Context: an optimization exercise on an open-source flow, tuned for small area and a short achievable clock period. The choices shown serve that exercise and are no tape-out recipe.
The RTL was checked by simulation tests, not by an equivalence proof against the original design.

===== flow/config.mk =====
export PLATFORM = sky130hd
export DESIGN_NAME = xgmii_rx_top
export DESIGN_NICKNAME = xgmii_rx_top
export VERILOG_FILES = /design/flow/design.v
export SDC_FILE = /design/flow/constraint.sdc
export NUM_CORES = 4
export LEC_CHECK = 0
export CAP_MARGIN = 20
export CORE_MARGIN = 2
export CORE_UTILIZATION = 40
export SLEW_MARGIN = 20
export SYNTH_HIERARCHICAL = 1
export BUFFER_PORTS_ARGS = -buffer_cell sky130_fd_sc_hd__buf_1
export SETUP_SLACK_MARGIN = 7.5

===== flow/constraint.sdc =====
create_clock -name core_clock -period 10.5 [get_ports {clk}]
set_input_delay 2.1000 -clock core_clock [delete_from_list [all_inputs] [get_ports {clk}]]
set_output_delay 2.1000 -clock core_clock [all_outputs]
set_load 0.01 [all_outputs]

===== flow/design.v =====
package xgmii_rx_pkg;
    localparam logic [7:0] XGMII_START = 8'hFB;
    localparam logic [7:0] XGMII_TERM  = 8'hFD;
    localparam logic [7:0] XGMII_IDLE  = 8'h07;
    localparam int DATA_W = 64;
    localparam int LANES  = 8;
    typedef logic [13:0] frame_len_t;
    typedef enum logic [3:0] {
        RUNT,
        FRAGMENT,
        SZ_64,
        SZ_65_127,
        SZ_128_255,
        SZ_256_511,
        SZ_512_1023,
        SZ_1024_MAX,
        OVERSIZE,
        JABBER
    } size_class_t;
    localparam logic [31:0] CRC_PRESET = 32'hFFFF_FFFF;
    function automatic logic [31:0] crc_check_const(input logic [2:0] t);
        case (t)
            3'd0:    crc_check_const = 32'hDEBB201E;
            3'd1:    crc_check_const = 32'h00BE26ED;
            3'd2:    crc_check_const = 32'hBE26ED00;
            3'd3:    crc_check_const = 32'h2DFD1072;
            3'd4:    crc_check_const = 32'hFFFFFFFF;
            3'd5:    crc_check_const = 32'h62932081;
            3'd6:    crc_check_const = 32'h4E3D5E5C;
            default: crc_check_const = 32'h39DD08E2;
        endcase
    endfunction
endpackage
`timescale 1ns/100ps
module xgmii_frame_parser
(
    input  logic        clk,
    input  logic        inv_aresetn,
    input  logic [63:0] xgmii_data_i,
    input  logic [7:0]  xgmii_ctrl_i,
    output logic [63:0] word_o,
    output logic        word_start_o,
    output logic [2:0]  check_lane_o,
    input  logic        crc_match_i,
    output logic [63:0] axis_tdata_o,
    output logic [7:0]  axis_tkeep_o,
    output logic        axis_tvalid_o,
    output logic        axis_tlast_o,
    output logic        axis_tuser_o,
    output logic [10:0] words_o,
    output logic [2:0]  len_lo_o
);
    typedef enum logic [1:0] {
        ST_IDLE,
        ST_DATA,
        ST_TAIL
    } state_t;
    logic [63:0] data_mask;
    logic [2:0]  term_lane;
    logic        is_start;
    logic [7:0]  term_at;
    logic        to_tail;
    always_comb begin
        for (int i = 0; i < xgmii_rx_pkg::LANES; i++) begin
            data_mask[8*i +: 8] = {8{(i == 0 || !xgmii_ctrl_i[i]) && (i >= 4 || !to_tail)}};
        end
    end
    always_comb begin
        term_lane = '0;
        for (int i = xgmii_rx_pkg::LANES - 1; i >= 0; i--) begin
            if (xgmii_ctrl_i[i]) begin
                term_lane = 3'(i);
            end
        end
    end
    assign is_start = (xgmii_ctrl_i == 8'h01) && (xgmii_data_i[7:0] == xgmii_rx_pkg::XGMII_START);
    always_comb begin
        for (int i = 0; i < xgmii_rx_pkg::LANES; i++) begin
            term_at[i] = (xgmii_data_i[8*i +: 8] == xgmii_rx_pkg::XGMII_TERM) && ((xgmii_ctrl_i >> i) == (8'hFF >> i));
        end
    end
    logic        w_ctrl_q;
    logic [2:0]  w_lane_q;
    logic [7:0]  w_term_at_q;
    logic        w_term_ok_q;
    logic        w_start_q;
    logic [63:0] w_data_q;
    logic [63:0] hold_q;
    always_ff @(posedge clk) begin
        w_data_q    <= xgmii_data_i & data_mask;
        w_ctrl_q    <= |xgmii_ctrl_i;
        w_lane_q    <= term_lane;
        w_term_at_q <= term_at;
        w_start_q   <= is_start && !inv_aresetn;
        hold_q      <= w_data_q;
    end
    assign w_term_ok_q  = w_term_at_q[w_lane_q];
    assign word_o       = w_data_q;
    assign word_start_o = w_start_q;
    state_t      state_q;
    state_t      state_d;
    logic        held_vld_q;
    logic        held_vld_d;
    logic [2:0]  tail_lane_q;
    logic        tail_ok_q;
    logic [10:0] words_q;
    logic [10:0] words_d;
    logic [2:0]  len_lo_q;
    logic        good;
    logic        tvalid_d;
    logic        tlast_d;
    logic [7:0]  tkeep_d;
    logic        tuser_d;
    logic [2:0]  len_lo_d;
    assign check_lane_o = (state_q == ST_TAIL) ? tail_lane_q : w_lane_q;
    assign good         = crc_match_i && ((state_q == ST_TAIL) ? tail_ok_q : w_term_ok_q);
    assign to_tail      = (state_d == ST_TAIL);
    assign words_o  = words_q;
    assign len_lo_o = len_lo_q;
    always_comb begin
        state_d    = state_q;
        held_vld_d = held_vld_q;
        words_d    = words_q;
        tvalid_d   = 1'b0;
        tlast_d    = 1'b0;
        tkeep_d    = 8'hFF;
        tuser_d    = good;
        len_lo_d   = 3'd4;
        case (state_q)
            ST_IDLE: begin
                if (w_start_q) begin
                    state_d    = ST_DATA;
                    held_vld_d = 1'b0;
                end
            end
            ST_DATA: begin
                if (!w_ctrl_q) begin
                    tvalid_d   = held_vld_q;
                    held_vld_d = 1'b1;
                    words_d    = held_vld_q ? words_q + 11'd1 : 11'd1;
                end else begin
                    held_vld_d = 1'b0;
                    state_d    = ST_IDLE;
                    tvalid_d   = held_vld_q;
                    if (!held_vld_q) begin
                        words_d = '0;
                    end
                    if (!w_term_ok_q) begin
                        tlast_d = 1'b1;
                    end else if (w_lane_q < 3'd4) begin
                        tlast_d = 1'b1;
                        tkeep_d  = 8'hFF >> (3'd4 - w_lane_q);
                        len_lo_d = w_lane_q;
                    end else if (w_lane_q == 3'd4) begin
                        tlast_d = 1'b1;
                    end else begin
                        state_d = ST_TAIL;
                    end
                end
            end
            ST_TAIL: begin
                tvalid_d   = 1'b1;
                tlast_d    = 1'b1;
                tkeep_d    = 8'hFF >> (4'd12 - {1'b0, tail_lane_q});
                len_lo_d   = tail_lane_q;
                held_vld_d = 1'b0;
                state_d    = w_start_q ? ST_DATA : ST_IDLE;
            end
            default: begin
                state_d = ST_IDLE;
            end
        endcase
    end
    always_ff @(posedge clk) begin
        axis_tdata_o <= hold_q;
        axis_tkeep_o <= tkeep_d;
        axis_tlast_o <= tlast_d;
        axis_tuser_o <= tuser_d;
        words_q      <= words_d;
        tail_lane_q  <= w_lane_q;
        tail_ok_q    <= w_term_ok_q;
        len_lo_q     <= len_lo_d;
        if (inv_aresetn) begin
            state_q       <= ST_IDLE;
            held_vld_q    <= 1'b0;
            axis_tvalid_o <= 1'b0;
        end else begin
            state_q       <= state_d;
            held_vld_q    <= held_vld_d;
            axis_tvalid_o <= tvalid_d;
        end
    end
endmodule
`timescale 1ns/100ps
module xgmii_crc_check
(
    input  logic        clk,
    input  logic [63:0] word_i,
    input  logic        word_start_i,
    input  logic [2:0]  check_lane_i,
    output logic        crc_match_o
);
    logic [31:0] crc_q;
    logic [31:0] x;
    logic [31:0] d_hi;
    logic [31:0] nxt;
    assign x    = crc_q ^ word_i[31:0];
    assign d_hi = word_i[63:32];
    logic [393:0] t;
    crc_xor2 u_x0 (.a(x[3]), .b(x[13]), .y(t[0]));
    crc_xor2 u_x1 (.a(d_hi[0]), .b(x[11]), .y(t[1]));
    crc_xor2 u_x2 (.a(d_hi[7]), .b(x[19]), .y(t[2]));
    crc_xor2 u_x3 (.a(x[4]), .b(x[9]), .y(t[3]));
    crc_xor2 u_x4 (.a(d_hi[3]), .b(x[12]), .y(t[4]));
    crc_xor2 u_x5 (.a(x[6]), .b(x[16]), .y(t[5]));
    crc_xor2 u_x6 (.a(d_hi[4]), .b(d_hi[22]), .y(t[6]));
    crc_xor2 u_x7 (.a(d_hi[5]), .b(x[8]), .y(t[7]));
    crc_xor2 u_x8 (.a(d_hi[2]), .b(x[5]), .y(t[8]));
    crc_xor2 u_x9 (.a(d_hi[23]), .b(x[30]), .y(t[9]));
    crc_xor2 u_x10 (.a(d_hi[24]), .b(x[31]), .y(t[10]));
    crc_xor2 u_x11 (.a(d_hi[14]), .b(x[7]), .y(t[11]));
    crc_xor2 u_x12 (.a(d_hi[15]), .b(t[0]), .y(t[12]));
    crc_xor2 u_x13 (.a(d_hi[6]), .b(x[18]), .y(t[13]));
    crc_xor2 u_x14 (.a(d_hi[25]), .b(x[14]), .y(t[14]));
    crc_xor2 u_x15 (.a(x[2]), .b(x[15]), .y(t[15]));
    crc_xor2 u_x16 (.a(d_hi[31]), .b(t[2]), .y(t[16]));
    crc_xor2 u_x17 (.a(d_hi[13]), .b(t[1]), .y(t[17]));
    crc_xor2 u_x18 (.a(d_hi[17]), .b(d_hi[29]), .y(t[18]));
    crc_xor2 u_x19 (.a(d_hi[18]), .b(d_hi[26]), .y(t[19]));
    crc_xor2 u_x20 (.a(d_hi[12]), .b(d_hi[28]), .y(t[20]));
    crc_xor2 u_x21 (.a(d_hi[11]), .b(d_hi[27]), .y(t[21]));
    crc_xor2 u_x22 (.a(d_hi[20]), .b(x[25]), .y(t[22]));
    crc_xor2 u_x23 (.a(d_hi[8]), .b(x[20]), .y(t[23]));
    crc_xor2 u_x24 (.a(d_hi[9]), .b(x[21]), .y(t[24]));
    crc_xor2 u_x25 (.a(d_hi[10]), .b(x[22]), .y(t[25]));
    crc_xor2 u_x26 (.a(d_hi[30]), .b(x[10]), .y(t[26]));
    crc_xor2 u_x27 (.a(d_hi[21]), .b(x[26]), .y(t[27]));
    crc_xor2 u_x28 (.a(d_hi[16]), .b(t[3]), .y(t[28]));
    crc_xor2 u_x29 (.a(d_hi[1]), .b(d_hi[19]), .y(t[29]));
    crc_xor2 u_x30 (.a(t[6]), .b(x[1]), .y(t[30]));
    crc_xor2 u_x31 (.a(x[24]), .b(x[27]), .y(t[31]));
    crc_xor2 u_x32 (.a(x[0]), .b(x[17]), .y(t[32]));
    crc_xor2 u_x33 (.a(x[28]), .b(x[29]), .y(t[33]));
    crc_xor2 u_x34 (.a(t[10]), .b(t[18]), .y(t[34]));
    crc_xor2 u_x35 (.a(t[4]), .b(x[23]), .y(t[35]));
    crc_xor2 u_x36 (.a(t[8]), .b(t[23]), .y(t[36]));
    crc_xor2 u_x37 (.a(t[7]), .b(t[15]), .y(t[37]));
    crc_xor2 u_x38 (.a(d_hi[26]), .b(x[7]), .y(t[38]));
    crc_xor2 u_x39 (.a(t[5]), .b(t[13]), .y(t[39]));
    crc_xor2 u_x40 (.a(t[11]), .b(t[28]), .y(t[40]));
    crc_xor2 u_x41 (.a(t[20]), .b(x[1]), .y(t[41]));
    crc_xor2 u_x42 (.a(t[21]), .b(x[24]), .y(t[42]));
    crc_xor2 u_x43 (.a(x[5]), .b(x[15]), .y(t[43]));
    crc_xor2 u_x44 (.a(t[19]), .b(x[12]), .y(t[44]));
    crc_xor2 u_x45 (.a(t[4]), .b(t[24]), .y(t[45]));
    crc_xor2 u_x46 (.a(t[9]), .b(x[6]), .y(t[46]));
    crc_xor2 u_x47 (.a(t[22]), .b(x[16]), .y(t[47]));
    crc_xor2 u_x48 (.a(t[32]), .b(x[13]), .y(t[48]));
    crc_xor2 u_x49 (.a(d_hi[7]), .b(t[10]), .y(t[49]));
    crc_xor2 u_x50 (.a(d_hi[19]), .b(t[33]), .y(t[50]));
    crc_xor2 u_x51 (.a(d_hi[22]), .b(t[31]), .y(t[51]));
    crc_xor2 u_x52 (.a(d_hi[29]), .b(t[25]), .y(t[52]));
    crc_xor2 u_x53 (.a(t[16]), .b(x[22]), .y(t[53]));
    crc_xor2 u_x54 (.a(t[17]), .b(x[25]), .y(t[54]));
    crc_xor2 u_x55 (.a(t[12]), .b(x[29]), .y(t[55]));
    crc_xor2 u_x56 (.a(t[36]), .b(x[11]), .y(t[56]));
    crc_xor2 u_x57 (.a(d_hi[1]), .b(d_hi[30]), .y(t[57]));
    crc_xor2 u_x58 (.a(d_hi[4]), .b(d_hi[11]), .y(t[58]));
    crc_xor2 u_x59 (.a(d_hi[10]), .b(d_hi[12]), .y(t[59]));
    crc_xor2 u_x60 (.a(x[14]), .b(x[23]), .y(t[60]));
    crc_xor2 u_x61 (.a(d_hi[24]), .b(x[8]), .y(t[61]));
    crc_xor2 u_x62 (.a(d_hi[17]), .b(x[27]), .y(t[62]));
    crc_xor2 u_x63 (.a(d_hi[27]), .b(t[29]), .y(t[63]));
    crc_xor2 u_x64 (.a(d_hi[31]), .b(x[21]), .y(t[64]));
    crc_xor2 u_x65 (.a(d_hi[3]), .b(x[10]), .y(t[65]));
    crc_xor2 u_x66 (.a(x[4]), .b(x[28]), .y(t[66]));
    crc_xor2 u_x67 (.a(d_hi[25]), .b(x[9]), .y(t[67]));
    crc_xor2 u_x68 (.a(d_hi[2]), .b(x[17]), .y(t[68]));
    crc_xor2 u_x69 (.a(t[26]), .b(x[2]), .y(t[69]));
    crc_xor2 u_x70 (.a(t[9]), .b(t[20]), .y(t[70]));
    crc_xor2 u_x71 (.a(d_hi[8]), .b(t[14]), .y(t[71]));
    crc_xor2 u_x72 (.a(d_hi[6]), .b(t[9]), .y(t[72]));
    crc_xor2 u_x73 (.a(t[26]), .b(x[5]), .y(t[73]));
    crc_xor2 u_x74 (.a(d_hi[18]), .b(t[7]), .y(t[74]));
    crc_xor2 u_x75 (.a(t[11]), .b(x[26]), .y(t[75]));
    crc_xor2 u_x76 (.a(t[8]), .b(x[0]), .y(t[76]));
    crc_xor2 u_x77 (.a(t[38]), .b(x[1]), .y(t[77]));
    crc_xor2 u_x78 (.a(t[5]), .b(x[3]), .y(t[78]));
    crc_xor2 u_x79 (.a(t[35]), .b(t[46]), .y(t[79]));
    crc_xor2 u_x80 (.a(d_hi[28]), .b(t[39]), .y(t[80]));
    crc_xor2 u_x81 (.a(t[27]), .b(t[34]), .y(t[81]));
    crc_xor2 u_x82 (.a(t[14]), .b(t[48]), .y(t[82]));
    crc_xor2 u_x83 (.a(t[6]), .b(t[40]), .y(t[83]));
    crc_xor2 u_x84 (.a(d_hi[5]), .b(d_hi[9]), .y(t[84]));
    crc_xor2 u_x85 (.a(d_hi[5]), .b(d_hi[7]), .y(t[85]));
    crc_xor2 u_x86 (.a(d_hi[6]), .b(d_hi[21]), .y(t[86]));
    crc_xor2 u_x87 (.a(d_hi[1]), .b(d_hi[23]), .y(t[87]));
    crc_xor2 u_x88 (.a(d_hi[0]), .b(d_hi[30]), .y(t[88]));
    crc_xor2 u_x89 (.a(d_hi[13]), .b(d_hi[29]), .y(t[89]));
    crc_xor2 u_x90 (.a(d_hi[10]), .b(d_hi[13]), .y(t[90]));
    crc_xor2 u_x91 (.a(d_hi[0]), .b(d_hi[16]), .y(t[91]));
    crc_xor2 u_x92 (.a(t[21]), .b(x[12]), .y(t[92]));
    crc_xor2 u_x93 (.a(t[19]), .b(x[30]), .y(t[93]));
    crc_xor2 u_x94 (.a(d_hi[27]), .b(x[31]), .y(t[94]));
    crc_xor2 u_x95 (.a(x[17]), .b(x[24]), .y(t[95]));
    crc_xor2 u_x96 (.a(t[58]), .b(x[28]), .y(t[96]));
    crc_xor2 u_x97 (.a(d_hi[28]), .b(x[18]), .y(t[97]));
    crc_xor2 u_x98 (.a(t[57]), .b(x[20]), .y(t[98]));
    crc_xor2 u_x99 (.a(t[18]), .b(x[23]), .y(t[99]));
    crc_xor2 u_x100 (.a(x[14]), .b(x[27]), .y(t[100]));
    crc_xor2 u_x101 (.a(d_hi[15]), .b(x[26]), .y(t[101]));
    crc_xor2 u_x102 (.a(d_hi[20]), .b(x[0]), .y(t[102]));
    crc_xor2 u_x103 (.a(t[91]), .b(x[4]), .y(t[103]));
    crc_xor2 u_x104 (.a(t[25]), .b(x[11]), .y(t[104]));
    crc_xor2 u_x105 (.a(t[30]), .b(t[68]), .y(t[105]));
    crc_xor2 u_x106 (.a(d_hi[2]), .b(t[27]), .y(t[106]));
    crc_xor2 u_x107 (.a(t[41]), .b(t[86]), .y(t[107]));
    crc_xor2 u_x108 (.a(t[43]), .b(x[20]), .y(t[108]));
    crc_xor2 u_x109 (.a(t[0]), .b(t[24]), .y(t[109]));
    crc_xor2 u_x110 (.a(d_hi[24]), .b(t[30]), .y(t[110]));
    crc_xor2 u_x111 (.a(t[30]), .b(x[10]), .y(t[111]));
    crc_xor2 u_x112 (.a(t[8]), .b(t[22]), .y(t[112]));
    crc_xor2 u_x113 (.a(t[5]), .b(t[44]), .y(t[113]));
    crc_xor2 u_x114 (.a(t[3]), .b(t[42]), .y(t[114]));
    crc_xor2 u_x115 (.a(t[2]), .b(t[29]), .y(t[115]));
    crc_xor2 u_x116 (.a(t[66]), .b(x[7]), .y(t[116]));
    crc_xor2 u_x117 (.a(t[1]), .b(t[23]), .y(t[117]));
    crc_xor2 u_x118 (.a(t[13]), .b(t[67]), .y(t[118]));
    crc_xor2 u_x119 (.a(d_hi[31]), .b(t[27]), .y(t[119]));
    crc_xor2 u_x120 (.a(t[5]), .b(x[8]), .y(t[120]));
    crc_xor2 u_x121 (.a(d_hi[4]), .b(t[49]), .y(t[121]));
    crc_xor2 u_x122 (.a(t[50]), .b(x[30]), .y(t[122]));
    crc_xor2 u_x123 (.a(t[17]), .b(t[52]), .y(t[123]));
    crc_xor2 u_x124 (.a(t[70]), .b(x[23]), .y(t[124]));
    crc_xor2 u_x125 (.a(t[37]), .b(t[78]), .y(t[125]));
    crc_xor2 u_x126 (.a(t[76]), .b(x[31]), .y(t[126]));
    crc_xor2 u_x127 (.a(t[12]), .b(t[120]), .y(t[127]));
    crc_xor2 u_x128 (.a(d_hi[25]), .b(t[74]), .y(t[128]));
    crc_xor2 u_x129 (.a(t[43]), .b(t[71]), .y(t[129]));
    crc_xor2 u_x130 (.a(t[22]), .b(t[50]), .y(t[130]));
    crc_xor2 u_x131 (.a(t[28]), .b(t[72]), .y(t[131]));
    crc_xor2 u_x132 (.a(t[12]), .b(t[14]), .y(t[132]));
    crc_xor2 u_x133 (.a(t[37]), .b(t[102]), .y(t[133]));
    crc_xor2 u_x134 (.a(d_hi[14]), .b(t[51]), .y(t[134]));
    crc_xor2 u_x135 (.a(t[16]), .b(t[73]), .y(t[135]));
    crc_xor2 u_x136 (.a(d_hi[2]), .b(t[47]), .y(t[136]));
    crc_xor2 u_x137 (.a(t[63]), .b(t[113]), .y(t[137]));
    crc_xor2 u_x138 (.a(t[3]), .b(t[79]), .y(t[138]));
    crc_xor2 u_x139 (.a(t[31]), .b(t[81]), .y(t[139]));
    crc_xor2 u_x140 (.a(t[56]), .b(x[10]), .y(t[140]));
    crc_xor2 u_x141 (.a(t[47]), .b(t[122]), .y(t[141]));
    crc_xor2 u_x142 (.a(t[38]), .b(t[55]), .y(t[142]));
    crc_xor2 u_x143 (.a(t[53]), .b(t[125]), .y(t[143]));
    crc_xor2 u_x144 (.a(t[37]), .b(t[55]), .y(t[144]));
    crc_xor2 u_x145 (.a(t[69]), .b(t[82]), .y(t[145]));
    crc_xor2 u_x146 (.a(t[45]), .b(t[80]), .y(t[146]));
    crc_xor2 u_x147 (.a(d_hi[1]), .b(d_hi[20]), .y(t[147]));
    crc_xor2 u_x148 (.a(d_hi[26]), .b(t[147]), .y(t[148]));
    crc_xor2 u_x149 (.a(t[2]), .b(t[65]), .y(t[149]));
    crc_xor2 u_x150 (.a(t[100]), .b(t[148]), .y(t[150]));
    crc_xor2 u_x151 (.a(t[78]), .b(t[105]), .y(t[151]));
    crc_xor2 u_x152 (.a(t[117]), .b(t[149]), .y(t[152]));
    crc_xor2 u_x153 (.a(t[150]), .b(t[131]), .y(t[153]));
    crc_xor2 u_x154 (.a(t[151]), .b(t[152]), .y(t[154]));
    crc_xor2 u_x155 (.a(d_hi[5]), .b(d_hi[17]), .y(t[155]));
    crc_xor2 u_x156 (.a(d_hi[21]), .b(d_hi[27]), .y(t[156]));
    crc_xor2 u_x157 (.a(t[87]), .b(x[18]), .y(t[157]));
    crc_xor2 u_x158 (.a(t[155]), .b(t[156]), .y(t[158]));
    crc_xor2 u_x159 (.a(t[15]), .b(t[32]), .y(t[159]));
    crc_xor2 u_x160 (.a(t[157]), .b(t[158]), .y(t[160]));
    crc_xor2 u_x161 (.a(t[45]), .b(t[116]), .y(t[161]));
    crc_xor2 u_x162 (.a(t[159]), .b(t[160]), .y(t[162]));
    crc_xor2 u_x163 (.a(t[121]), .b(t[161]), .y(t[163]));
    crc_xor2 u_x164 (.a(t[162]), .b(t[140]), .y(t[164]));
    crc_xor2 u_x165 (.a(d_hi[8]), .b(x[19]), .y(t[165]));
    crc_xor2 u_x166 (.a(x[29]), .b(t[0]), .y(t[166]));
    crc_xor2 u_x167 (.a(t[1]), .b(t[25]), .y(t[167]));
    crc_xor2 u_x168 (.a(t[165]), .b(t[76]), .y(t[168]));
    crc_xor2 u_x169 (.a(t[110]), .b(t[166]), .y(t[169]));
    crc_xor2 u_x170 (.a(t[167]), .b(t[128]), .y(t[170]));
    crc_xor2 u_x171 (.a(t[168]), .b(t[169]), .y(t[171]));
    crc_xor2 u_x172 (.a(t[146]), .b(t[170]), .y(t[172]));
    crc_xor2 u_x173 (.a(d_hi[6]), .b(t[58]), .y(t[173]));
    crc_xor2 u_x174 (.a(t[84]), .b(x[2]), .y(t[174]));
    crc_xor2 u_x175 (.a(x[20]), .b(t[173]), .y(t[175]));
    crc_xor2 u_x176 (.a(t[174]), .b(t[52]), .y(t[176]));
    crc_xor2 u_x177 (.a(t[77]), .b(t[115]), .y(t[177]));
    crc_xor2 u_x178 (.a(t[175]), .b(t[82]), .y(t[178]));
    crc_xor2 u_x179 (.a(t[176]), .b(t[177]), .y(t[179]));
    crc_xor2 u_x180 (.a(t[138]), .b(t[178]), .y(t[180]));
    crc_xor2 u_x181 (.a(t[59]), .b(x[21]), .y(t[181]));
    crc_xor2 u_x182 (.a(t[0]), .b(t[13]), .y(t[182]));
    crc_xor2 u_x183 (.a(t[26]), .b(t[42]), .y(t[183]));
    crc_xor2 u_x184 (.a(t[60]), .b(t[181]), .y(t[184]));
    crc_xor2 u_x185 (.a(t[36]), .b(t[77]), .y(t[185]));
    crc_xor2 u_x186 (.a(t[182]), .b(t[183]), .y(t[186]));
    crc_xor2 u_x187 (.a(t[184]), .b(t[121]), .y(t[187]));
    crc_xor2 u_x188 (.a(t[133]), .b(t[185]), .y(t[188]));
    crc_xor2 u_x189 (.a(t[186]), .b(t[187]), .y(t[189]));
    crc_xor2 u_x190 (.a(d_hi[3]), .b(t[24]), .y(t[190]));
    crc_xor2 u_x191 (.a(t[71]), .b(t[107]), .y(t[191]));
    crc_xor2 u_x192 (.a(t[114]), .b(t[190]), .y(t[192]));
    crc_xor2 u_x193 (.a(t[54]), .b(t[191]), .y(t[193]));
    crc_xor2 u_x194 (.a(t[192]), .b(t[143]), .y(t[194]));
    crc_xor2 u_x195 (.a(d_hi[9]), .b(d_hi[16]), .y(t[195]));
    crc_xor2 u_x196 (.a(x[19]), .b(t[195]), .y(t[196]));
    crc_xor2 u_x197 (.a(t[15]), .b(t[41]), .y(t[197]));
    crc_xor2 u_x198 (.a(t[100]), .b(t[196]), .y(t[198]));
    crc_xor2 u_x199 (.a(t[75]), .b(t[112]), .y(t[199]));
    crc_xor2 u_x200 (.a(t[197]), .b(t[198]), .y(t[200]));
    crc_xor2 u_x201 (.a(t[79]), .b(t[123]), .y(t[201]));
    crc_xor2 u_x202 (.a(t[199]), .b(t[200]), .y(t[202]));
    crc_xor2 u_x203 (.a(t[90]), .b(x[0]), .y(t[203]));
    crc_xor2 u_x204 (.a(t[11]), .b(t[15]), .y(t[204]));
    crc_xor2 u_x205 (.a(t[96]), .b(t[98]), .y(t[205]));
    crc_xor2 u_x206 (.a(t[203]), .b(t[35]), .y(t[206]));
    crc_xor2 u_x207 (.a(t[204]), .b(t[205]), .y(t[207]));
    crc_xor2 u_x208 (.a(t[127]), .b(t[206]), .y(t[208]));
    crc_xor2 u_x209 (.a(t[207]), .b(t[139]), .y(t[209]));
    crc_xor2 u_x210 (.a(d_hi[11]), .b(d_hi[12]), .y(t[210]));
    crc_xor2 u_x211 (.a(t[88]), .b(x[16]), .y(t[211]));
    crc_xor2 u_x212 (.a(x[25]), .b(t[210]), .y(t[212]));
    crc_xor2 u_x213 (.a(t[31]), .b(t[33]), .y(t[213]));
    crc_xor2 u_x214 (.a(t[64]), .b(t[211]), .y(t[214]));
    crc_xor2 u_x215 (.a(t[212]), .b(t[74]), .y(t[215]));
    crc_xor2 u_x216 (.a(t[105]), .b(t[213]), .y(t[216]));
    crc_xor2 u_x217 (.a(t[214]), .b(t[40]), .y(t[217]));
    crc_xor2 u_x218 (.a(t[132]), .b(t[215]), .y(t[218]));
    crc_xor2 u_x219 (.a(t[216]), .b(t[217]), .y(t[219]));
    crc_xor2 u_x220 (.a(d_hi[12]), .b(x[18]), .y(t[220]));
    crc_xor2 u_x221 (.a(t[30]), .b(t[62]), .y(t[221]));
    crc_xor2 u_x222 (.a(t[101]), .b(t[220]), .y(t[222]));
    crc_xor2 u_x223 (.a(t[17]), .b(t[36]), .y(t[223]));
    crc_xor2 u_x224 (.a(t[221]), .b(t[222]), .y(t[224]));
    crc_xor2 u_x225 (.a(t[130]), .b(t[223]), .y(t[225]));
    crc_xor2 u_x226 (.a(t[224]), .b(t[143]), .y(t[226]));
    crc_xor2 u_x227 (.a(t[85]), .b(x[2]), .y(t[227]));
    crc_xor2 u_x228 (.a(t[11]), .b(t[24]), .y(t[228]));
    crc_xor2 u_x229 (.a(t[33]), .b(t[44]), .y(t[229]));
    crc_xor2 u_x230 (.a(t[60]), .b(t[227]), .y(t[230]));
    crc_xor2 u_x231 (.a(t[17]), .b(t[106]), .y(t[231]));
    crc_xor2 u_x232 (.a(t[111]), .b(t[228]), .y(t[232]));
    crc_xor2 u_x233 (.a(t[229]), .b(t[230]), .y(t[233]));
    crc_xor2 u_x234 (.a(t[231]), .b(t[232]), .y(t[234]));
    crc_xor2 u_x235 (.a(d_hi[8]), .b(t[4]), .y(t[235]));
    crc_xor2 u_x236 (.a(t[63]), .b(t[72]), .y(t[236]));
    crc_xor2 u_x237 (.a(t[104]), .b(t[235]), .y(t[237]));
    crc_xor2 u_x238 (.a(t[134]), .b(t[236]), .y(t[238]));
    crc_xor2 u_x239 (.a(t[237]), .b(t[144]), .y(t[239]));
    crc_xor2 u_x240 (.a(d_hi[9]), .b(d_hi[28]), .y(t[240]));
    crc_xor2 u_x241 (.a(x[12]), .b(t[240]), .y(t[241]));
    crc_xor2 u_x242 (.a(t[60]), .b(t[96]), .y(t[242]));
    crc_xor2 u_x243 (.a(t[241]), .b(t[12]), .y(t[243]));
    crc_xor2 u_x244 (.a(t[49]), .b(t[242]), .y(t[244]));
    crc_xor2 u_x245 (.a(t[131]), .b(t[136]), .y(t[245]));
    crc_xor2 u_x246 (.a(t[243]), .b(t[244]), .y(t[246]));
    crc_xor2 u_x247 (.a(t[59]), .b(t[85]), .y(t[247]));
    crc_xor2 u_x248 (.a(x[13]), .b(x[29]), .y(t[248]));
    crc_xor2 u_x249 (.a(t[65]), .b(t[95]), .y(t[249]));
    crc_xor2 u_x250 (.a(t[103]), .b(t[247]), .y(t[250]));
    crc_xor2 u_x251 (.a(t[248]), .b(t[249]), .y(t[251]));
    crc_xor2 u_x252 (.a(t[250]), .b(t[81]), .y(t[252]));
    crc_xor2 u_x253 (.a(t[129]), .b(t[251]), .y(t[253]));
    crc_xor2 u_x254 (.a(d_hi[9]), .b(d_hi[11]), .y(t[254]));
    crc_xor2 u_x255 (.a(t[6]), .b(t[57]), .y(t[255]));
    crc_xor2 u_x256 (.a(t[254]), .b(t[62]), .y(t[256]));
    crc_xor2 u_x257 (.a(t[93]), .b(t[255]), .y(t[257]));
    crc_xor2 u_x258 (.a(t[39]), .b(t[256]), .y(t[258]));
    crc_xor2 u_x259 (.a(t[257]), .b(t[54]), .y(t[259]));
    crc_xor2 u_x260 (.a(t[129]), .b(t[258]), .y(t[260]));
    crc_xor2 u_x261 (.a(d_hi[23]), .b(t[59]), .y(t[261]));
    crc_xor2 u_x262 (.a(t[84]), .b(x[15]), .y(t[262]));
    crc_xor2 u_x263 (.a(x[28]), .b(x[31]), .y(t[263]));
    crc_xor2 u_x264 (.a(t[68]), .b(t[261]), .y(t[264]));
    crc_xor2 u_x265 (.a(t[262]), .b(t[263]), .y(t[265]));
    crc_xor2 u_x266 (.a(t[16]), .b(t[75]), .y(t[266]));
    crc_xor2 u_x267 (.a(t[264]), .b(t[265]), .y(t[267]));
    crc_xor2 u_x268 (.a(t[137]), .b(t[266]), .y(t[268]));
    crc_xor2 u_x269 (.a(t[21]), .b(t[90]), .y(t[269]));
    crc_xor2 u_x270 (.a(x[11]), .b(x[14]), .y(t[270]));
    crc_xor2 u_x271 (.a(t[61]), .b(t[97]), .y(t[271]));
    crc_xor2 u_x272 (.a(t[269]), .b(t[270]), .y(t[272]));
    crc_xor2 u_x273 (.a(t[28]), .b(t[46]), .y(t[273]));
    crc_xor2 u_x274 (.a(t[111]), .b(t[115]), .y(t[274]));
    crc_xor2 u_x275 (.a(t[271]), .b(t[272]), .y(t[275]));
    crc_xor2 u_x276 (.a(t[273]), .b(t[274]), .y(t[276]));
    crc_xor2 u_x277 (.a(t[275]), .b(t[142]), .y(t[277]));
    crc_xor2 u_x278 (.a(x[19]), .b(t[14]), .y(t[278]));
    crc_xor2 u_x279 (.a(t[92]), .b(t[34]), .y(t[279]));
    crc_xor2 u_x280 (.a(t[70]), .b(t[278]), .y(t[280]));
    crc_xor2 u_x281 (.a(t[40]), .b(t[133]), .y(t[281]));
    crc_xor2 u_x282 (.a(t[279]), .b(t[280]), .y(t[282]));
    crc_xor2 u_x283 (.a(t[140]), .b(t[281]), .y(t[283]));
    crc_xor2 u_x284 (.a(t[19]), .b(t[26]), .y(t[284]));
    crc_xor2 u_x285 (.a(t[67]), .b(t[17]), .y(t[285]));
    crc_xor2 u_x286 (.a(t[34]), .b(t[45]), .y(t[286]));
    crc_xor2 u_x287 (.a(t[107]), .b(t[108]), .y(t[287]));
    crc_xor2 u_x288 (.a(t[284]), .b(t[127]), .y(t[288]));
    crc_xor2 u_x289 (.a(t[285]), .b(t[286]), .y(t[289]));
    crc_xor2 u_x290 (.a(t[287]), .b(t[288]), .y(t[290]));
    crc_xor2 u_x291 (.a(d_hi[7]), .b(t[64]), .y(t[291]));
    crc_xor2 u_x292 (.a(t[291]), .b(t[123]), .y(t[292]));
    crc_xor2 u_x293 (.a(t[137]), .b(t[83]), .y(t[293]));
    crc_xor2 u_x294 (.a(t[145]), .b(t[292]), .y(t[294]));
    crc_xor2 u_x295 (.a(d_hi[15]), .b(d_hi[19]), .y(t[295]));
    crc_xor2 u_x296 (.a(t[21]), .b(t[88]), .y(t[296]));
    crc_xor2 u_x297 (.a(x[13]), .b(x[30]), .y(t[297]));
    crc_xor2 u_x298 (.a(t[295]), .b(t[7]), .y(t[298]));
    crc_xor2 u_x299 (.a(t[62]), .b(t[296]), .y(t[299]));
    crc_xor2 u_x300 (.a(t[297]), .b(t[35]), .y(t[300]));
    crc_xor2 u_x301 (.a(t[108]), .b(t[298]), .y(t[301]));
    crc_xor2 u_x302 (.a(t[299]), .b(t[53]), .y(t[302]));
    crc_xor2 u_x303 (.a(t[80]), .b(t[300]), .y(t[303]));
    crc_xor2 u_x304 (.a(t[301]), .b(t[83]), .y(t[304]));
    crc_xor2 u_x305 (.a(t[302]), .b(t[303]), .y(t[305]));
    crc_xor2 u_x306 (.a(d_hi[3]), .b(t[1]), .y(t[306]));
    crc_xor2 u_x307 (.a(t[7]), .b(t[41]), .y(t[307]));
    crc_xor2 u_x308 (.a(t[64]), .b(t[93]), .y(t[308]));
    crc_xor2 u_x309 (.a(t[99]), .b(t[12]), .y(t[309]));
    crc_xor2 u_x310 (.a(t[51]), .b(t[116]), .y(t[310]));
    crc_xor2 u_x311 (.a(t[306]), .b(t[307]), .y(t[311]));
    crc_xor2 u_x312 (.a(t[308]), .b(t[126]), .y(t[312]));
    crc_xor2 u_x313 (.a(t[309]), .b(t[310]), .y(t[313]));
    crc_xor2 u_x314 (.a(t[311]), .b(t[312]), .y(t[314]));
    crc_xor2 u_x315 (.a(t[89]), .b(x[3]), .y(t[315]));
    crc_xor2 u_x316 (.a(x[8]), .b(x[17]), .y(t[316]));
    crc_xor2 u_x317 (.a(x[22]), .b(t[2]), .y(t[317]));
    crc_xor2 u_x318 (.a(t[44]), .b(t[94]), .y(t[318]));
    crc_xor2 u_x319 (.a(t[315]), .b(t[316]), .y(t[319]));
    crc_xor2 u_x320 (.a(t[51]), .b(t[69]), .y(t[320]));
    crc_xor2 u_x321 (.a(t[317]), .b(t[318]), .y(t[321]));
    crc_xor2 u_x322 (.a(t[319]), .b(t[56]), .y(t[322]));
    crc_xor2 u_x323 (.a(t[320]), .b(t[321]), .y(t[323]));
    crc_xor2 u_x324 (.a(t[141]), .b(t[322]), .y(t[324]));
    crc_xor2 u_x325 (.a(d_hi[14]), .b(d_hi[30]), .y(t[325]));
    crc_xor2 u_x326 (.a(t[325]), .b(t[32]), .y(t[326]));
    crc_xor2 u_x327 (.a(t[94]), .b(t[97]), .y(t[327]));
    crc_xor2 u_x328 (.a(t[109]), .b(t[117]), .y(t[328]));
    crc_xor2 u_x329 (.a(t[119]), .b(t[326]), .y(t[329]));
    crc_xor2 u_x330 (.a(t[327]), .b(t[130]), .y(t[330]));
    crc_xor2 u_x331 (.a(t[328]), .b(t[329]), .y(t[331]));
    crc_xor2 u_x332 (.a(t[138]), .b(t[330]), .y(t[332]));
    crc_xor2 u_x333 (.a(d_hi[16]), .b(d_hi[23]), .y(t[333]));
    crc_xor2 u_x334 (.a(x[9]), .b(t[333]), .y(t[334]));
    crc_xor2 u_x335 (.a(t[95]), .b(t[334]), .y(t[335]));
    crc_xor2 u_x336 (.a(t[49]), .b(t[52]), .y(t[336]));
    crc_xor2 u_x337 (.a(t[119]), .b(t[335]), .y(t[337]));
    crc_xor2 u_x338 (.a(t[56]), .b(t[336]), .y(t[338]));
    crc_xor2 u_x339 (.a(t[337]), .b(t[142]), .y(t[339]));
    crc_xor2 u_x340 (.a(t[146]), .b(t[338]), .y(t[340]));
    crc_xor2 u_x341 (.a(d_hi[23]), .b(t[61]), .y(t[341]));
    crc_xor2 u_x342 (.a(t[92]), .b(t[98]), .y(t[342]));
    crc_xor2 u_x343 (.a(t[99]), .b(t[77]), .y(t[343]));
    crc_xor2 u_x344 (.a(t[104]), .b(t[109]), .y(t[344]));
    crc_xor2 u_x345 (.a(t[118]), .b(t[341]), .y(t[345]));
    crc_xor2 u_x346 (.a(t[342]), .b(t[136]), .y(t[346]));
    crc_xor2 u_x347 (.a(t[343]), .b(t[344]), .y(t[347]));
    crc_xor2 u_x348 (.a(t[345]), .b(t[346]), .y(t[348]));
    crc_xor2 u_x349 (.a(t[19]), .b(t[20]), .y(t[349]));
    crc_xor2 u_x350 (.a(x[21]), .b(t[25]), .y(t[350]));
    crc_xor2 u_x351 (.a(t[61]), .b(t[349]), .y(t[351]));
    crc_xor2 u_x352 (.a(t[16]), .b(t[35]), .y(t[352]));
    crc_xor2 u_x353 (.a(t[106]), .b(t[114]), .y(t[353]));
    crc_xor2 u_x354 (.a(t[350]), .b(t[351]), .y(t[354]));
    crc_xor2 u_x355 (.a(t[352]), .b(t[353]), .y(t[355]));
    crc_xor2 u_x356 (.a(t[354]), .b(t[145]), .y(t[356]));
    crc_xor2 u_x357 (.a(d_hi[25]), .b(t[29]), .y(t[357]));
    crc_xor2 u_x358 (.a(t[89]), .b(x[15]), .y(t[358]));
    crc_xor2 u_x359 (.a(t[42]), .b(t[103]), .y(t[359]));
    crc_xor2 u_x360 (.a(t[357]), .b(t[358]), .y(t[360]));
    crc_xor2 u_x361 (.a(t[39]), .b(t[48]), .y(t[361]));
    crc_xor2 u_x362 (.a(t[112]), .b(t[359]), .y(t[362]));
    crc_xor2 u_x363 (.a(t[360]), .b(t[53]), .y(t[363]));
    crc_xor2 u_x364 (.a(t[124]), .b(t[361]), .y(t[364]));
    crc_xor2 u_x365 (.a(t[362]), .b(t[363]), .y(t[365]));
    crc_xor2 u_x366 (.a(x[3]), .b(t[13]), .y(t[366]));
    crc_xor2 u_x367 (.a(t[73]), .b(t[366]), .y(t[367]));
    crc_xor2 u_x368 (.a(t[54]), .b(t[124]), .y(t[368]));
    crc_xor2 u_x369 (.a(t[367]), .b(t[83]), .y(t[369]));
    crc_xor2 u_x370 (.a(t[139]), .b(t[368]), .y(t[370]));
    crc_xor2 u_x371 (.a(t[87]), .b(x[6]), .y(t[371]));
    crc_xor2 u_x372 (.a(x[12]), .b(t[66]), .y(t[372]));
    crc_xor2 u_x373 (.a(t[101]), .b(t[371]), .y(t[373]));
    crc_xor2 u_x374 (.a(t[34]), .b(t[372]), .y(t[374]));
    crc_xor2 u_x375 (.a(t[373]), .b(t[54]), .y(t[375]));
    crc_xor2 u_x376 (.a(t[128]), .b(t[134]), .y(t[376]));
    crc_xor2 u_x377 (.a(t[135]), .b(t[374]), .y(t[377]));
    crc_xor2 u_x378 (.a(t[375]), .b(t[376]), .y(t[378]));
    crc_xor2 u_x379 (.a(d_hi[18]), .b(x[4]), .y(t[379]));
    crc_xor2 u_x380 (.a(t[4]), .b(t[32]), .y(t[380]));
    crc_xor2 u_x381 (.a(t[379]), .b(t[75]), .y(t[381]));
    crc_xor2 u_x382 (.a(t[110]), .b(t[380]), .y(t[382]));
    crc_xor2 u_x383 (.a(t[132]), .b(t[135]), .y(t[383]));
    crc_xor2 u_x384 (.a(t[381]), .b(t[382]), .y(t[384]));
    crc_xor2 u_x385 (.a(t[141]), .b(t[383]), .y(t[385]));
    crc_xor2 u_x386 (.a(d_hi[0]), .b(d_hi[22]), .y(t[386]));
    crc_xor2 u_x387 (.a(t[29]), .b(x[16]), .y(t[387]));
    crc_xor2 u_x388 (.a(t[386]), .b(t[27]), .y(t[388]));
    crc_xor2 u_x389 (.a(t[65]), .b(t[387]), .y(t[389]));
    crc_xor2 u_x390 (.a(t[16]), .b(t[118]), .y(t[390]));
    crc_xor2 u_x391 (.a(t[388]), .b(t[389]), .y(t[391]));
    crc_xor2 u_x392 (.a(t[126]), .b(t[390]), .y(t[392]));
    crc_xor2 u_x393 (.a(t[391]), .b(t[144]), .y(t[393]));
    crc_xor2 u_n0 (.a(t[153]), .b(t[154]), .y(nxt[0]));
    crc_xor2 u_n1 (.a(t[163]), .b(t[164]), .y(nxt[1]));
    crc_xor2 u_n2 (.a(t[171]), .b(t[172]), .y(nxt[2]));
    crc_xor2 u_n3 (.a(t[179]), .b(t[180]), .y(nxt[3]));
    crc_xor2 u_n4 (.a(t[188]), .b(t[189]), .y(nxt[4]));
    crc_xor2 u_n5 (.a(t[193]), .b(t[194]), .y(nxt[5]));
    crc_xor2 u_n6 (.a(t[201]), .b(t[202]), .y(nxt[6]));
    crc_xor2 u_n7 (.a(t[208]), .b(t[209]), .y(nxt[7]));
    crc_xor2 u_n8 (.a(t[218]), .b(t[219]), .y(nxt[8]));
    crc_xor2 u_n9 (.a(t[225]), .b(t[226]), .y(nxt[9]));
    crc_xor2 u_n10 (.a(t[233]), .b(t[234]), .y(nxt[10]));
    crc_xor2 u_n11 (.a(t[238]), .b(t[239]), .y(nxt[11]));
    crc_xor2 u_n12 (.a(t[245]), .b(t[246]), .y(nxt[12]));
    crc_xor2 u_n13 (.a(t[252]), .b(t[253]), .y(nxt[13]));
    crc_xor2 u_n14 (.a(t[259]), .b(t[260]), .y(nxt[14]));
    crc_xor2 u_n15 (.a(t[267]), .b(t[268]), .y(nxt[15]));
    crc_xor2 u_n16 (.a(t[276]), .b(t[277]), .y(nxt[16]));
    crc_xor2 u_n17 (.a(t[282]), .b(t[283]), .y(nxt[17]));
    crc_xor2 u_n18 (.a(t[289]), .b(t[290]), .y(nxt[18]));
    crc_xor2 u_n19 (.a(t[293]), .b(t[294]), .y(nxt[19]));
    crc_xor2 u_n20 (.a(t[304]), .b(t[305]), .y(nxt[20]));
    crc_xor2 u_n21 (.a(t[313]), .b(t[314]), .y(nxt[21]));
    crc_xor2 u_n22 (.a(t[323]), .b(t[324]), .y(nxt[22]));
    crc_xor2 u_n23 (.a(t[331]), .b(t[332]), .y(nxt[23]));
    crc_xor2 u_n24 (.a(t[339]), .b(t[340]), .y(nxt[24]));
    crc_xor2 u_n25 (.a(t[347]), .b(t[348]), .y(nxt[25]));
    crc_xor2 u_n26 (.a(t[355]), .b(t[356]), .y(nxt[26]));
    crc_xor2 u_n27 (.a(t[364]), .b(t[365]), .y(nxt[27]));
    crc_xor2 u_n28 (.a(t[369]), .b(t[370]), .y(nxt[28]));
    crc_xor2 u_n29 (.a(t[377]), .b(t[378]), .y(nxt[29]));
    crc_xor2 u_n30 (.a(t[384]), .b(t[385]), .y(nxt[30]));
    crc_xor2 u_n31 (.a(t[392]), .b(t[393]), .y(nxt[31]));
    assign crc_match_o = (x == xgmii_rx_pkg::crc_check_const(check_lane_i));
    always_ff @(posedge clk) begin
        if (word_start_i) begin
            crc_q <= xgmii_rx_pkg::CRC_PRESET;
        end else begin
            crc_q <= nxt;
        end
    end
endmodule
module crc_xor2
(
    input  logic a,
    input  logic b,
    output logic y
);
    assign y = a ^ b;
endmodule
`timescale 1ns/100ps
module rx_frame_stats
#(
    parameter int MAX_FRAME_LEN = 1518
) (
    input  logic        clk,
    input  logic        inv_aresetn,
    input  logic        tvalid_i,
    input  logic        tlast_i,
    input  logic        tuser_i,
    input  logic [10:0] words_i,
    input  logic [2:0]  len_lo_i,
    output logic        stat_valid_o,
    output logic        stat_crc_ok_o,
    output logic [13:0] stat_len_o,
    output logic [3:0]  stat_size_o,
    output logic [31:0] good_frames_o,
    output logic [31:0] bad_frames_o
);
    logic frame_end;
    xgmii_rx_pkg::frame_len_t frame_len;
    function automatic xgmii_rx_pkg::size_class_t classify(input xgmii_rx_pkg::frame_len_t len, input logic crc_ok);
        if (len < 14'd64) begin
            classify = crc_ok ? xgmii_rx_pkg::RUNT : xgmii_rx_pkg::FRAGMENT;
        end else if (len == 14'd64) begin
            classify = xgmii_rx_pkg::SZ_64;
        end else if (len < 14'd128) begin
            classify = xgmii_rx_pkg::SZ_65_127;
        end else if (len < 14'd256) begin
            classify = xgmii_rx_pkg::SZ_128_255;
        end else if (len < 14'd512) begin
            classify = xgmii_rx_pkg::SZ_256_511;
        end else if (len < 14'd1024) begin
            classify = xgmii_rx_pkg::SZ_512_1023;
        end else if (len <= 14'(MAX_FRAME_LEN)) begin
            classify = xgmii_rx_pkg::SZ_1024_MAX;
        end else begin
            classify = crc_ok ? xgmii_rx_pkg::OVERSIZE : xgmii_rx_pkg::JABBER;
        end
    endfunction
    assign frame_end  = tvalid_i && tlast_i;
    function automatic logic [31:0] inc_toggle(input logic [31:0] cnt, input logic en);
        logic [7:0] c;
        c[0] = en;
        for (int k = 1; k < 8; k++) begin
            c[k] = c[k-1] & (&cnt[4*(k-1) +: 4]);
        end
        for (int k = 0; k < 8; k++) begin
            inc_toggle[4*k] = c[k];
            for (int j = 1; j < 4; j++) begin
                inc_toggle[4*k+j] = inc_toggle[4*k+j-1] & cnt[4*k+j-1];
            end
        end
    endfunction
    assign frame_len  = {words_i, len_lo_i};
    always_ff @(posedge clk) begin
        stat_crc_ok_o <= tuser_i;
        stat_len_o    <= frame_len;
        stat_size_o   <= classify(frame_len, tuser_i);
        if (inv_aresetn) begin
            stat_valid_o  <= 1'b0;
            good_frames_o <= '0;
            bad_frames_o  <= '0;
        end else begin
            stat_valid_o <= frame_end;
            good_frames_o <= good_frames_o ^ inc_toggle(good_frames_o, frame_end && tuser_i);
            bad_frames_o  <= bad_frames_o ^ inc_toggle(bad_frames_o, frame_end && !tuser_i);
        end
    end
endmodule
`timescale 1ns/100ps
module xgmii_rx_top
#(
    parameter int MAX_FRAME_LEN = 1518
) (
    input  logic        clk,
    input  logic        inv_aresetn,
    input  logic [63:0] xgmii_data_i,
    input  logic [7:0]  xgmii_ctrl_i,
    output logic [63:0] axis_tdata_o,
    output logic [7:0]  axis_tkeep_o,
    output logic        axis_tvalid_o,
    output logic        axis_tlast_o,
    output logic        axis_tuser_o,
    output logic        stat_valid_o,
    output logic        stat_crc_ok_o,
    output logic [13:0] stat_len_o,
    output logic [3:0]  stat_size_o,
    output logic [31:0] good_frames_o,
    output logic [31:0] bad_frames_o
);
    logic [63:0] word;
    logic        word_start;
    logic [2:0]  check_lane;
    logic        crc_match;
    logic [10:0] words;
    logic [2:0]  len_lo;
    xgmii_frame_parser u_parser (
        .clk           (clk),
        .inv_aresetn   (inv_aresetn),
        .xgmii_data_i  (xgmii_data_i),
        .xgmii_ctrl_i  (xgmii_ctrl_i),
        .word_o        (word),
        .word_start_o  (word_start),
        .check_lane_o  (check_lane),
        .crc_match_i   (crc_match),
        .axis_tdata_o  (axis_tdata_o),
        .axis_tkeep_o  (axis_tkeep_o),
        .axis_tvalid_o (axis_tvalid_o),
        .axis_tlast_o  (axis_tlast_o),
        .axis_tuser_o  (axis_tuser_o),
        .words_o       (words),
        .len_lo_o      (len_lo)
    );
    xgmii_crc_check u_crc_check (
        .clk          (clk),
        .word_i       (word),
        .word_start_i (word_start),
        .check_lane_i (check_lane),
        .crc_match_o  (crc_match)
    );
    rx_frame_stats #(
        .MAX_FRAME_LEN (MAX_FRAME_LEN)
    ) u_stats (
        .clk           (clk),
        .inv_aresetn   (inv_aresetn),
        .tvalid_i      (axis_tvalid_o),
        .tlast_i       (axis_tlast_o),
        .tuser_i       (axis_tuser_o),
        .words_i       (words),
        .len_lo_i      (len_lo),
        .stat_valid_o  (stat_valid_o),
        .stat_crc_ok_o (stat_crc_ok_o),
        .stat_len_o    (stat_len_o),
        .stat_size_o   (stat_size_o),
        .good_frames_o (good_frames_o),
        .bad_frames_o  (bad_frames_o)
    );
endmodule

===== flow/flow/run.sh =====
#!/bin/bash
# Standard layout (settings from config.mk via config.mk) plus the settings
# in flow/extra.mk: plain buf_1 port buffers instead of the default
# delay-cell buffers, and a larger setup margin for timing repair.
set -e
cp config.mk config_in.log
cat flow/extra.mk >> config.mk
bash standard.sh > standard.log 2>&1

===== flow/flow/extra.mk =====
export BUFFER_PORTS_ARGS = -buffer_cell sky130_fd_sc_hd__buf_1
export SETUP_SLACK_MARGIN = 7.5

===== flow/standard.sh =====
#!/bin/bash
# synth_recipe.tcl (not shown) runs the flow's synth.tcl, then flattens the netlist and writes it again
# the make line also repeats each setting of config.mk as NAME=value (left out here)
make -C /OpenROAD-flow-scripts/flow DESIGN_CONFIG=/design/flow/config.mk WORK_HOME=/design/flow/orfs CLKGATE_MAP_FILE= SYNTH_SCRIPT=/design/flow/synth_recipe.tcl "${@:-finish}"

==> summary.txt, run 1 <==
GRT Total Usage: 0.2335
Crit start category: flip-flop
Sink Count: 353
EDFF count, synth: 11
Antenna Cells: 0
Initial cell density of the core: 0.4067
Layout area overhead: 34.22%
Syn_area_per_cell: 10.77 um2
CTS H-tree lvls: 2
Clk buf depth: 3
Commonest cells after routing, fill and taps aside: xor2_1 (401), dfxtp_1 (214), buf_6 (127)
Cell area after synthesis: 15,750 um2
TritonCTS clock tree: done
Die height: 202.4 um
CP max stage delay: 0.36 ns
Clk_skew: 0.01350 ns
Post-DP HPWL: 36,380 um
Vias in the first global route: 11.69k
NumNets Final: 1,944
RSZ-0062 raised after global routing: true
WL/cell: 20.98 um
Vias: 11.69k
Remaining DRCs: 0
Final setup viols: 0
Clk root buf: clkbuf_16
Post-synth net total: 1,597
Fin Setup TNS: 0 ns
Critical Path RT: 8.40 ns
CP max-delay cell: dfxtp_4
Hold WC Path Type: flip-flop to flip-flop
CTS buffer count: 39
Drt pass-1 iters: 8
Max-Cap Viols: 0
Worst Path Buf+Inv: 1
Slew HR: 0.3826
Final GP Congestion: 1.022
Die ar.: 40,980 um2
Row cnt: 72
Core box area: 38,740 um2
Largest net degree at the start of global routing: 71
Final min period: 3.129 ns
CP Class: flip-flop to output port
Initial antenna violation count: 0
# hold bufs at CTS: 0
Final number of max-transition violations: 0
Clock-pin slew on the worst setup and hold paths: 0.06 ns
Hold Vio Cnt, Final: 0
Arrival time worst endpoint: 1.03 ns
Hold Slack: 0.3210 ns
PortBufs: 232
DR vias/cell: 4.958
Final wirelength: 49,460 um
Main flop type after synthesis: dfxtp_1
Tcrit/Tclk final: 0.2980
Commonest non-fill, non-tap cell in the layout: xor2_1
Cell chain of the critical path: buf_6
Synth Register Bits: 353
Drt initial violations: 603
Synthesized instance count: 1,463
Synth async-reset ratio: 0
Total gr overflow: 0
Distinct cells, synth: 81
I/O pins: 233
Status: complete, no violations
First-pass GRT wire length: 71,740 um
Critical path's top delay family: flip-flops
Synth warn: 9
Largest fanout on the critical path: 2
Sequential area share after synthesis: 0.4556
Worst Setup End Kind: output port
Worst skew pair latency: 0.56 ns
Measured slew at the worst slew-check pin: 0.9230 ns
Layout cells sized above 1: 0.3225
Fmax: 319.6 MHz
Die Wd: 202.4 um
Antenna-violating nets left: 0
state kept, by name, summed over array words and instances, names as in the netlist, 2 cells and up:
name and flops:
u_parser.axis_tdata_o 64, u_stats.good_frames_o 32, u_crc_check.crc_q 32, u_parser.w_lane_q 3, u_parser.axis_tkeep_o 8, u_parser.tail_lane_q 3, u_parser.len_lo_q 3, u_parser.words_q 11
u_parser.hold_q 64, u_stats.stat_size_o 4, u_parser.w_data_q 64, u_stats.stat_len_o 14, u_parser.state_q 2, u_parser.w_term_at_q 8, u_stats.bad_frames_o 32
Yosys cell counts (23+ instances only):
master | instances | area, um2
dfxtp_1 | 342 | 6847
o21ai_0 | 23 | 115.1
nand2_1 | 30 | 112.6
xnor2_1 | 32 | 280.3
nor2b_1 | 89 | 556.8
inv_1 | 38 | 142.6
nor2_1 | 49 | 183.9
nand2b_1 | 24 | 150.1
xor2_1 | 449 | 3933
ha_1 | 60 | 750.7
a21oi_1 | 43 | 215.2
or2_2 | 32 | 200.2
modules after synthesis (local to each module, per instance), a selection:
module	cells inside	cell area, um2	flip-flops and latches	copies in the design
xgmii_crc_check	235	2102	32	1
xgmii_frame_parser	523	6679	237	1
crc_xor2	1	8.758	0	426
kinds of logic (layout without fill, tap and decap cells):
| group | count (synthesis) | after routing | share of synthesized area |
|---|---|---|---|
| muxes | 14 | 14 | 0.01088 |
| and+or+nand+nor | 344 | 344 | 0.1322 |
| AOI/OAI and AO/OA | 129 | 129 | 0.05504 |
| adders and majority gates | 61 | 61 | 0.04829 |
| buffers and inverters | 73 | 449 | 0.02232 |
| xor gates and xnor gates | 489 | 489 | 0.2757 |
| DFF | 353 | 353 | 0.4556 |
repair_timing:
item	CTS	global route
endpoints found under the hold margin	0	0
setup endpoints to repair	192	187
resized for setup	408	116
cloned	0	1
buffers inserted	53	36
pin swaps	3	8
routing by layer:
metal,track usage,share of wire,vias up
li1,-,-,5493
met1,0.2828,0.41,5585
met2,0.3941,0.48,476
met3,0.04837,0.058,132
met4,0.1152,0.051,0
met5,0,0,-
layout make-up:
cell class	instances	area (um2)
inverter	39	150.1
fill	3356	17590
clock inverter	19	279.0
clock buffer	51	1092
sequential	353	7355
tap	518	648.1
multi-input combinational	1037	8932
timing repair buffer	340	2686
stage by stage:
stage | instances | area, um2 | utilization | setup WS (ns)
finish | 2357 | 21140 | 0.5458 | 7.371
global route | 2357 | 21140 | 0.5458 | 7.337
CTS | 2320 | 20270 | 0.5232 | 7.327
detailed placement | 2197 | 17210 | 0.4444 | 6.818
global placement | 2197 | 17210 | 0.4443 | 6.893
floorplan | 1463 | 15750 | - | 7.647
path summary, 6_finish.rpt:
check	start	endpoint	slack [ns]	depth (start not counted)
hold reg to reg	u_parser.hold_q[20]	u_parser.axis_tdata_o[20]	0.32	0
setup reg to reg	u_parser.w_data_q[27]	u_crc_check.crc_q[29]	7.48	8
hold / removal	u_parser.hold_q[20]	u_parser.axis_tdata_o[20]	0.32	0
setup / recovery	u_parser.axis_tuser_o	axis_tuser_o	7.37	1
==> run 2: changes to the inputs <==
--- a/flow/config.mk
+++ b/flow/config.mk
@@ -8,6 +8,8 @@
 export CAP_MARGIN = 20
 export CORE_MARGIN = 2
 export CORE_UTILIZATION = 40
+export CTS_CLUSTER_DIAMETER = 150
+export CTS_CLUSTER_SIZE = 30
 export SLEW_MARGIN = 20
 export SYNTH_HIERARCHICAL = 1
 export BUFFER_PORTS_ARGS = -buffer_cell sky130_fd_sc_hd__buf_1
==> summary.txt, run 2 <==
Status: complete, no violations
Distinct cells, synth: 81 (unchanged)
Clk root buf: clkbuf_16
Synth warn: 9 (unchanged)
Top-count cell post-synth: xor2_1
Clock-pin slew on the worst setup and hold paths: 0.12 ns (+0.06 ns)
Crit start category: flip-flop
Worst Path Buf+Inv: 1 (unchanged)
Die ar.: 40,980 um2 (unchanged)
Top flop regs: u_parser.axis_tdata_o: 64 flops, u_parser.hold_q: 64 flops, u_parser.w_data_q: 64 flops
Initial antenna violation count: 0 (unchanged)
Largest cells by area after synthesis: dfxtp_1 (43%), xor2_1 (25%), ha_1 (4.8%)
Drt pass-1 iters: 5 (-3)
Total gr overflow: 0 (unchanged)
Cell area after synthesis: 15,750 um2 (unchanged)
Grt met3 use: 0.03257 (-0.01580)
Layout area overhead: 27.66%
Placed instance area: 17,210 um2 (unchanged)
GRT Total Usage: 0.2256 (-0.007903)
Hold Slack: 0.3247 ns (+0.003738 ns)
Vias in the first global route: 11.30k (-3.3%)
Non-Filler Instances: 2,300 (-2.4%)
Cell chain of the critical path: buf_6
Synth async-reset ratio: 0 (unchanged)
Final GP Congestion: 1.022 (unchanged)
Measured slew at the worst slew-check pin: 0.9384 ns (+0.01540 ns)
# hold bufs at CTS: 0 (unchanged)
Syn_area_per_cell: 10.77 um2 (unchanged)
Yosys top cell by area: dfxtp_1
Sequential area share after synthesis: 0.4556 (unchanged)
Reg2Reg Setup Slack: 7.53 ns (+0.05 ns)
Critical Path RT: 8.40 ns (about the same)
Clk_skew: 0.02220 ns (+0.008699 ns)
Vias: 11.26k (-3.6%)
Fin Setup TNS: 0 ns (unchanged)
Grt met2 use: 0.3919 (-0.002202)
Final core occ: 0.5192 (-0.02665)
Initial cell density of the core: 0.4067 (unchanged)
EDFF count, synth: 11 (unchanged)
Die Wd: 202.4 um (unchanged)
Post-DP HPWL: 36,380 um (unchanged)
Worst Setup End Kind: output port
Remaining DRCs: 0 (unchanged)
Hold WC Path Type: flip-flop to flip-flop
Final setup viols: 0 (unchanged)
Final min period: 3.126 ns (-0.003370 ns)
Hold Vio Cnt, Final: 0 (unchanged)
Layout cells sized above 1: 0.3015 (-0.02094)
Slew HR: 0.3723 (-0.01030)
Commonest non-fill, non-tap cell in the layout: xor2_1
RSZ-0062 raised after global routing: true
CP max-delay cell: dfxtp_4
Largest fanout on the critical path: 2 (unchanged)
Post-synth net total: 1,597 (unchanged)
Placed cell count: 2,197 (unchanged)
CP Class: flip-flop to output port
Main flop type after synthesis: dfxtp_1
Final instance area: 20,110 um2 (-4.9%)
Synthesized instance count: 1,463 (unchanged)
Largest net degree at the start of global routing: 71 (unchanged)
Post-synth top area share: 0.4346 (unchanged)
CTS buffer count: 15 (-62%)
DR vias/cell: 4.896 (-1.2%)
CTS H-tree lvls: 1 (-1)
I/O pins: 233 (unchanged)
Max-Cap Viols: 0 (unchanged)
Arrival time worst endpoint: 1.03 ns (about the same)
First-pass GRT wire length: 69,940 um (-2.5%)
Fill count: 3,449 (+2.8%)
Worst setup margin: 7.374 ns (+0.003370 ns)
Antenna-violating nets left: 0 (unchanged)
Row cnt: 72 (unchanged)
Fmax: 319.9 MHz (+0.11%)
Tcrit/Tclk final: 0.2977 (-0.0003210)
Clk buf depth: 3 (unchanged)
Critical path's top delay family: flip-flops
Final wirelength: 47,660 um (-3.6%)
Drt initial violations: 634 (+5.1%)
Die height: 202.4 um (unchanged)
Place WS: 6.818 ns (unchanged)
WL/cell: 20.72 um (-1.2%)
Final number of max-transition violations: 0 (unchanged)
NumNets Final: 1,911 (-1.7%)
Worst skew pair latency: 0.53 ns (-0.03 ns)
CP max stage delay: 0.38 ns (+0.02 ns)
Commonest cells after routing, fill and taps aside: xor2_1 (400), dfxtp_1 (215), buf_6 (127)
GR Util met1: 0.2786 (-0.004201)
Core box area: 38,740 um2 (unchanged)
Sink Count: 353 (unchanged)
Post-synth top cells: xor2_1 (449), dfxtp_1 (342), nor2b_1 (89)
PortBufs: 232 (unchanged)
Most crowded layer after global routing: met2
TritonCTS clock tree: done
Synth Register Bits: 353 (unchanged)
-- run 2: worst paths after layout --
check,start,to,cells after the start
setup / recovery,u_parser.axis_tuser_o,axis_tuser_o,1
hold / removal,u_parser.hold_q[57],u_parser.axis_tdata_o[57],0
setup reg to reg,u_parser.w_data_q[17],u_crc_check.crc_q[19],9
hold reg to reg,u_parser.hold_q[57],u_parser.axis_tdata_o[57],0
-- run 2: logic make-up (layout without fill, tap and decap cells) --
group | after synthesis | in the layout | synth area share
xor+xnor | 489 | 489 | 0.2757
flops | 353 | 353 | 0.4556
buf+inv | 73 | 391 | 0.02232
fa+ha+maj | 61 | 61 | 0.04829
simple gates | 344 | 344 | 0.1322
mux | 14 | 14 | 0.01088
compound gates | 129 | 129 | 0.05504
other cells | 0 | 1 | 0
-- run 2: modules after synthesis (local to each module, per instance), excerpt --
| module | cell area [um2] | copies in the design | cells |
|---|---|---|---|
| crc_xor2 | 8.758 | 426 | 1 |
| xgmii_crc_check | 2102 | 1 | 235 |
| xgmii_frame_parser | 6679 | 1 | 523 |
-- run 2: layout make-up --
cell class | count | area [um2] | area share
clock buffer | 18 | 386.6 | 0.01922
sequential | 353 | 7346 | 0.3653
multi-input combinational | 1037 | 8912 | 0.4432
timing repair buffer | 331 | 2621 | 0.1303
clock inverter | 3 | 43.79 | 0.002178
inverter | 39 | 150.1 | 0.007466
antenna | 1 | 2.502 | 0.0001244
tap | 518 | 648.1 | 0.03223
-- run 2: repair_timing --
action                                  in CTS  in global routing
gates resized for setup                    410                105
endpoints found under the setup margin     192                187
buffers inserted                            52                 29
cloned                                       0                  0
pin swaps                                    3                  8
-- run 2: routing by layer --
layer	vias up	part of all wire	routed length [um]
li1	5397	-	-
met1	5352	0.42	19950
met2	405	0.48	22930
met3	107	0.052	2461
met4	0	0.049	2317
met5	-	0	0

-- what the ideal ports hide --
The results above use ideal ports. As a check the final layouts listed here were re-extracted and re-timed, cells and wires unchanged. Step 1: set_driving_cell puts a clkbuf_16 on clk and a buf_2 on each other input, an assumption about the parent block. Step 2 times the ports against the registers' clock, not the clock port: input delays grow and output delays shrink by t, the midpoint of the rising clock arrivals with the driver on. Slacks: ideal / step 1 / step 2; pairs: ideal / step 1.
| run | t (ns) | slack for setup (ns) | hold slack, ns | worst setup path after step 2 | clock arrival spread, ns |
|---|---|---|---|---|---|
| run 1 | 0.601 | 7.371 / 7.319 / 7.045 | 0.321 / 0.321 / 0.321 | input to register | 0.013 / 0.013 |
| run 2 | 0.570 | 7.374 / 7.323 / 7.027 | 0.325 / 0.325 / 0.325 | input to register | 0.022 / 0.022 |
After both steps every run listed still meets setup and hold. For run 2, which loses most, drivers alone change the setup slack by -0.051 ns; drivers and shift together by -0.347 ns.
